Context: an optimization exercise on an open-source flow, tuned for small area and a short achievable clock period. The choices shown serve that exercise and are no tape-out recipe. The RTL was checked by simulation tests, not by an equivalence proof against the original design. Power and IR drop assume default switching activity.

==> flow/design.v <==
`default_nettype none
module alu_result_stream (
  input  logic       clk,
  input  logic       reset,
  input  logic       clear,
  input  logic       wr_en,
  input  logic [7:0] wr_o,
  input  logic       wr_zr,
  input  logic       wr_ng,
  output logic       wr_full,
  output logic       overflow,
  output logic [7:0] count,
  output logic       rd_valid,
  input  logic       rd_ready,
  output logic [7:0] rd_o,
  output logic       rd_zr,
  output logic       rd_ng,
  output logic [4:0] rd_func,
  output logic [3:0] rd_opnd,
  output logic       rd_last
);
  localparam int ROWS = 18;
  localparam int COLS = 10;
  localparam logic [ROWS-1:0] C_ROW0 = ~(ROWS'(1));
  localparam logic [COLS-1:0] C_COL0 = ~(COLS'(1));
  logic [9:0]      r_mem [ROWS][COLS];
  logic [ROWS-1:0] r_wrow_n;    
  logic [COLS-1:0] r_wcol_n;
  localparam int RCOPIES = 6;   
  logic [ROWS-1:0] r_rrow [RCOPIES];  
  logic [COLS-1:0] r_rcol;
  logic [7:0]      r_count;
  logic [4:0]      r_func;
  logic [3:0]      r_opnd;
  logic            r_ovf;
  logic            r_full;
  logic            r_valid;
  logic            r_last;
  logic [9:0]      r_head;      
  logic            w_acc, w_pop;
  logic [9:0]      w_din;
  logic [9:0]      w_next;      
  assign w_din  = {wr_zr, wr_ng, wr_o};
  assign w_acc  = wr_en && !r_full;
  assign w_pop  = r_valid && rd_ready;
  logic [COLS-1:0] w_wcol_n;
  assign w_wcol_n = r_wcol_n | {COLS{r_full}};
  for (genvar r = 0; r < ROWS; r++) begin : g_wr
    for (genvar c = 0; c < COLS; c++) begin : g_wc
      if (r < ROWS - 1 || c < COLS - 1) begin : g_slot
        always_ff @(posedge clk) begin
          if (!(r_wrow_n[r] || w_wcol_n[c])) begin
            r_mem[r][c] <= w_din;
          end
        end
      end
    end
  end
  logic [9:0] w_colsel [COLS];
  always_comb begin
    for (int c = 0; c < COLS; c++) begin
      w_colsel[c] = '0;
      for (int r = 0; r < ROWS; r++) begin
        if (r < ROWS - 1 || c < COLS - 1) begin
          w_colsel[c] = w_colsel[c] |
                        (r_mem[r][c] & {10{r_rrow[c * RCOPIES / COLS][r]}});
        end
      end
    end
    w_next = '0;
    for (int c = 0; c < COLS; c++) begin
      w_next = w_next | (w_colsel[c] & {10{r_rcol[c]}});
    end
  end
  logic w_wwrap, w_rwrap;
  assign w_wwrap = !r_wcol_n[COLS-1] || (!r_wrow_n[ROWS-1] && !r_wcol_n[COLS-2]);
  assign w_rwrap = r_rcol[COLS-1] || (r_rrow[0][ROWS-1] && r_rcol[COLS-2]);
  logic c_is0, c_is1, c_is179;
  assign c_is0   = !r_valid;
  assign c_is1   = (r_count == 8'd1);
  assign c_is179 = (r_count == 8'd179);
  logic i_is178, i_is179;
  assign i_is178 = (r_func == 5'd17) && (r_opnd == 4'd8);
  assign i_is179 = (r_func == 5'd17) && (r_opnd == 4'd9);
  always_ff @(posedge clk or negedge reset) begin
    if (!reset) begin
      r_wrow_n <= C_ROW0;
      r_wcol_n <= C_COL0;
      for (int k = 0; k < RCOPIES; k++) r_rrow[k] <= ROWS'(1);
      r_rcol   <= COLS'(1);
      r_count  <= 8'd0;
      r_func   <= 5'd0;
      r_opnd   <= 4'd0;
      r_ovf    <= 1'b0;
      r_full   <= 1'b0;
      r_valid  <= 1'b0;
      r_last   <= 1'b0;
      r_head   <= 10'd0;
    end else if (clear) begin
      r_wrow_n <= C_ROW0;
      r_wcol_n <= C_COL0;
      for (int k = 0; k < RCOPIES; k++) r_rrow[k] <= ROWS'(1);
      r_rcol   <= COLS'(1);
      r_count  <= 8'd0;
      r_func   <= 5'd0;
      r_opnd   <= 4'd0;
      r_ovf    <= 1'b0;
      r_full   <= 1'b0;
      r_valid  <= 1'b0;
      r_last   <= 1'b0;
      r_head   <= 10'd0;
    end else begin
      if (wr_en && r_full) begin
        r_ovf <= 1'b1;
      end
      if (w_acc && !(c_is0 || (c_is1 && w_pop))) begin
        if (w_wwrap) begin
          r_wcol_n <= C_COL0;
          r_wrow_n <= {r_wrow_n[ROWS-2:0], r_wrow_n[ROWS-1]};
        end else begin
          r_wcol_n <= {r_wcol_n[COLS-2:0], r_wcol_n[COLS-1]};
        end
      end
      if (w_pop && !c_is1) begin
        if (w_rwrap) begin
          r_rcol   <= COLS'(1);
          for (int k = 0; k < RCOPIES; k++) begin
            r_rrow[k] <= {r_rrow[k][ROWS-2:0], r_rrow[k][ROWS-1]};
          end
        end else begin
          r_rcol   <= {r_rcol[COLS-2:0], r_rcol[COLS-1]};
        end
      end
      if (w_pop) begin
        if (r_opnd == 4'd9) begin
          r_opnd <= 4'd0;
          r_func <= (r_func == 5'd17) ? 5'd0 : r_func + 5'd1;
        end else begin
          r_opnd <= r_opnd + 4'd1;
        end
      end
      case ({w_acc, w_pop})
        2'b10: begin
          r_count <= r_count + 8'd1;
          r_full  <= c_is179;
          r_valid <= 1'b1;
        end
        2'b01: begin
          r_count <= r_count - 8'd1;
          r_full  <= 1'b0;
          r_valid <= !c_is1;
        end
        default: ;
      endcase
      if (w_pop) begin
        r_last <= i_is178 && (w_acc || !c_is1);
      end else begin
        r_last <= i_is179 && (w_acc || !c_is0);
      end
      if (c_is0 || (c_is1 && w_pop)) begin
        r_head <= w_acc ? w_din : 10'd0;
      end else if (w_pop) begin
        r_head <= w_next;
      end
    end
  end
  assign wr_full  = r_full;
  assign overflow = r_ovf;
  assign count    = r_count;
  assign rd_valid = r_valid;
  assign rd_o     = r_head[7:0];
  assign rd_ng    = r_head[8];
  assign rd_zr    = r_head[9];
  assign rd_func  = r_func;
  assign rd_opnd  = r_opnd;
  assign rd_last  = r_last;
endmodule
`default_nettype wire
export LEC_CHECK = 0
export CAP_MARGIN = 30
export CORE_MARGIN = 2
export CORE_UTILIZATION = 70
export CTS_BUF_LIST = sky130_fd_sc_hd__clkbuf_16
export CTS_CLUSTER_DIAMETER = 150
export CTS_CLUSTER_SIZE = 27
export SETUP_SLACK_MARGIN = 3.0
export SLEW_MARGIN = 30
create_clock -name core_clock -period 5.5 [get_ports {clk}]
run.sh (not shown) runs the stock make flow with config.mk's settings and CLKGATE_MAP_FILE= SYNTH_SCRIPT=/design/flow/synth_recipe.tcl, a recipe that flattens the netlist after the stock synthesis.
The starting point completed without violations.
Rerun with:
--- a/flow/design.v
+++ b/flow/design.v
@@ -27,5 +27,5 @@
   logic [ROWS-1:0] r_wrow_n;    
   logic [COLS-1:0] r_wcol_n;
-  localparam int RCOPIES = 6;   
+  localparam int RCOPIES = 4;   
   logic [ROWS-1:0] r_rrow [RCOPIES];  
   logic [COLS-1:0] r_rcol;
What happened: Register-to-register slack is better by 0.13 ns; clock-buffer cell count decreases by 2; combinational power decreases by about 9%; sequential share of layout area increases by 0.36 points; non-clock buffer count decreases by 14; worst hold slack is better by 0.23 ns; setup slack is better by 0.13 ns; synthesized area decreases by 1.8%; via count decreases by 2.2%.

---

RTL: one of the versions met above, not the one the previous note started from.
Size: ~4100 cells after synthesis, roughly 1900 flip-flops, about 71000 um^2 of cells after synthesis.
==> module alu_result_stream, before the edit <==
module alu_result_stream (
  input  logic       clk,
  input  logic       reset,
  input  logic       clear,
  input  logic       wr_en,
  input  logic [7:0] wr_o,
  input  logic       wr_zr,
  input  logic       wr_ng,
  output logic       wr_full,
  output logic       overflow,
  output logic [7:0] count,
  output logic       rd_valid,
  input  logic       rd_ready,
  output logic [7:0] rd_o,
  output logic       rd_zr,
  output logic       rd_ng,
  output logic [4:0] rd_func,
  output logic [3:0] rd_opnd,
  output logic       rd_last
);
  localparam int ROWS = 18;
  localparam int COLS = 10;
  localparam logic [ROWS-1:0] C_ROW0 = ~(ROWS'(1));
  localparam logic [COLS-1:0] C_COL0 = ~(COLS'(1));
  logic [9:0]      r_mem [ROWS][COLS];
  logic [ROWS-1:0] r_wrow_n;    
  logic [COLS-1:0] r_wcol_n;
  localparam int RCOPIES = 4;   
  logic [ROWS-1:0] r_rrow [RCOPIES];  
  logic [COLS-1:0] r_rcol;
  logic [7:0]      r_count;
  logic [4:0]      r_func;
  logic [3:0]      r_opnd;
  logic            r_ovf;
  logic            r_full;
  logic            r_valid;
  logic            r_last;
  logic [9:0]      r_head;      
  logic            w_acc, w_pop;
  logic [9:0]      w_din;
  logic [9:0]      w_next;      
  assign w_din  = {wr_zr, wr_ng, wr_o};
  assign w_acc  = wr_en && !r_full;
  assign w_pop  = r_valid && rd_ready;
  logic [COLS-1:0] w_wcol_n;
  assign w_wcol_n = r_wcol_n | {COLS{r_full}};
  for (genvar r = 0; r < ROWS; r++) begin : g_wr
    for (genvar c = 0; c < COLS; c++) begin : g_wc
      if (r < ROWS - 1 || c < COLS - 1) begin : g_slot
        always_ff @(posedge clk) begin
          if (!(r_wrow_n[r] || w_wcol_n[c])) begin
            r_mem[r][c] <= w_din;
          end
        end
      end
    end
  end
  logic [9:0] w_colsel [COLS];
  always_comb begin
    for (int c = 0; c < COLS; c++) begin
      w_colsel[c] = '0;
      for (int r = 0; r < ROWS; r++) begin
        if (r < ROWS - 1 || c < COLS - 1) begin
          w_colsel[c] = w_colsel[c] |
                        (r_mem[r][c] & {10{r_rrow[c * RCOPIES / COLS][r]}});
        end
      end
    end
    w_next = '0;
    for (int c = 0; c < COLS; c++) begin
      w_next = w_next | (w_colsel[c] & {10{r_rcol[c]}});
    end
  end
  logic w_wwrap, w_rwrap;
  assign w_wwrap = !r_wcol_n[COLS-1] || (!r_wrow_n[ROWS-1] && !r_wcol_n[COLS-2]);
  assign w_rwrap = r_rcol[COLS-1] || (r_rrow[0][ROWS-1] && r_rcol[COLS-2]);
  logic c_is0, c_is1, c_is179;
  assign c_is0   = !r_valid;
  assign c_is1   = (r_count == 8'd1);
  assign c_is179 = (r_count == 8'd179);
  logic i_is178, i_is179;
  assign i_is178 = (r_func == 5'd17) && (r_opnd == 4'd8);
  assign i_is179 = (r_func == 5'd17) && (r_opnd == 4'd9);
  always_ff @(posedge clk or negedge reset) begin
    if (!reset) begin
      r_wrow_n <= C_ROW0;
      r_wcol_n <= C_COL0;
      for (int k = 0; k < RCOPIES; k++) r_rrow[k] <= ROWS'(1);
      r_rcol   <= COLS'(1);
      r_count  <= 8'd0;
      r_func   <= 5'd0;
      r_opnd   <= 4'd0;
      r_ovf    <= 1'b0;
      r_full   <= 1'b0;
      r_valid  <= 1'b0;
      r_last   <= 1'b0;
      r_head   <= 10'd0;
    end else if (clear) begin
      r_wrow_n <= C_ROW0;
      r_wcol_n <= C_COL0;
      for (int k = 0; k < RCOPIES; k++) r_rrow[k] <= ROWS'(1);
      r_rcol   <= COLS'(1);
      r_count  <= 8'd0;
      r_func   <= 5'd0;
      r_opnd   <= 4'd0;
      r_ovf    <= 1'b0;
      r_full   <= 1'b0;
      r_valid  <= 1'b0;
      r_last   <= 1'b0;
      r_head   <= 10'd0;
    end else begin
      if (wr_en && r_full) begin
        r_ovf <= 1'b1;
      end
      if (w_acc && !(c_is0 || (c_is1 && w_pop))) begin
        if (w_wwrap) begin
          r_wcol_n <= C_COL0;
          r_wrow_n <= {r_wrow_n[ROWS-2:0], r_wrow_n[ROWS-1]};
        end else begin
          r_wcol_n <= {r_wcol_n[COLS-2:0], r_wcol_n[COLS-1]};
        end
      end
      if (w_pop && !c_is1) begin
        if (w_rwrap) begin
          r_rcol   <= COLS'(1);
          for (int k = 0; k < RCOPIES; k++) begin
            r_rrow[k] <= {r_rrow[k][ROWS-2:0], r_rrow[k][ROWS-1]};
          end
        end else begin
          r_rcol   <= {r_rcol[COLS-2:0], r_rcol[COLS-1]};
        end
      end
      if (w_pop) begin
        if (r_opnd == 4'd9) begin
          r_opnd <= 4'd0;
          r_func <= (r_func == 5'd17) ? 5'd0 : r_func + 5'd1;
        end else begin
          r_opnd <= r_opnd + 4'd1;
        end
      end
      case ({w_acc, w_pop})
        2'b10: begin
          r_count <= r_count + 8'd1;
          r_full  <= c_is179;
          r_valid <= 1'b1;
        end
        2'b01: begin
          r_count <= r_count - 8'd1;
          r_full  <= 1'b0;
          r_valid <= !c_is1;
        end
        default: ;
      endcase
      if (w_pop) begin
        r_last <= i_is178 && (w_acc || !c_is1);
      end else begin
        r_last <= i_is179 && (w_acc || !c_is0);
      end
      if (c_is0 || (c_is1 && w_pop)) begin
        r_head <= w_acc ? w_din : 10'd0;
      end else if (w_pop) begin
        r_head <= w_next;
      end
    end
  end
  assign wr_full  = r_full;
  assign overflow = r_ovf;
  assign count    = r_count;
  assign rd_valid = r_valid;
  assign rd_o     = r_head[7:0];
  assign rd_ng    = r_head[8];
  assign rd_zr    = r_head[9];
  assign rd_func  = r_func;
  assign rd_opnd  = r_opnd;
  assign rd_last  = r_last;
endmodule
make LEC_CHECK=0 CAP_MARGIN=30 CORE_MARGIN=2 CORE_UTILIZATION=70 CTS_BUF_LIST=sky130_fd_sc_hd__clkbuf_16 CTS_CLUSTER_DIAMETER=150 CTS_CLUSTER_SIZE=28 SETUP_SLACK_MARGIN=3.05 SLEW_MARGIN=30 finish   # period 5.5 ns
Next try:
--- a/flow/design.v
+++ b/flow/design.v
@@ -95,7 +95,6 @@
       r_full   <= 1'b0;
       r_valid  <= 1'b0;
       r_last   <= 1'b0;
-      r_head   <= 10'd0;
     end else if (clear) begin
       r_wrow_n <= C_ROW0;
       r_wcol_n <= C_COL0;
@@ -108,7 +107,6 @@
       r_full   <= 1'b0;
       r_valid  <= 1'b0;
       r_last   <= 1'b0;
-      r_head   <= 10'd0;
     end else begin
       if (wr_en && r_full) begin
         r_ovf <= 1'b1;
@@ -157,11 +155,18 @@
       end else begin
         r_last <= i_is179 && (w_acc || !c_is0);
       end
-      if (c_is0 || (c_is1 && w_pop)) begin
-        r_head <= w_acc ? w_din : 10'd0;
-      end else if (w_pop) begin
-        r_head <= w_next;
-      end
+    end
+  end
+  logic       w_hnext;
+  logic [9:0] w_hother;
+  assign w_hnext  = !clear && w_pop && !c_is1;
+  assign w_hother = (clear || (!w_acc && (c_is0 || (c_is1 && w_pop)))) ? 10'd0 :
+                    (c_is0 || (c_is1 && w_pop)) ? w_din : r_head;
+  always_ff @(posedge clk or negedge reset) begin
+    if (!reset) begin
+      r_head <= 10'd0;
+    end else begin
+      r_head <= w_hnext ? w_next : w_hother;
     end
   end
   assign wr_full  = r_full;
Result: The new run finished with timing, DRC and antenna clean. Final area rose by 0.37%. Power rose by 1.6%. Final cell count stays flat. Die area barely changes. Via count rose by 1.8%. Utilization rose by 0.29 points. Clock-buffer cell count is unchanged. Critical path depth rose by 7. Register-to-register slack gets worse by 260 ps. Routed wire length rose by 3.0%. Global-route usage rose by 1.7 points. Worst setup slack gets worse by 220 ps. Combinational power rose by about 9%.

## port drivers added, routing unchanged
Ports are ideal in the flow. The routed layouts listed here were re-timed in OpenROAD.
Step 1, drivers: a clkbuf_16 drives clk and a buf_2 each remaining input, both assumed.
Step 2 also shifts input and output timing later by t, the mid clock arrival at the registers, as if the neighbouring blocks saw the same clock.
Three values: ideal, step 1, step 2; two values: the first two.
| run | t (ns) | slack for setup (ns) | worst slew at a driven data input, ns |
|---|---|---|---|
| the first run of note 1 | 0.794 | 2.834 / 2.834 / 2.093 | 0.21 |
| the second run of note 1 | 0.768 | 2.968 / 2.906 / 2.281 | 0.12 |
| the first run of note 2 | 0.767 | 2.978 / 2.907 / 2.269 | 0.13 |
| the second run of note 2 | 0.785 | 2.758 / 2.758 / 2.209 | 0.04 |
After both steps every run listed still meets setup and hold. For the first run of note 1, which loses most, drivers alone change the setup slack by 0.000 ns; drivers and shift together by -0.741 ns.
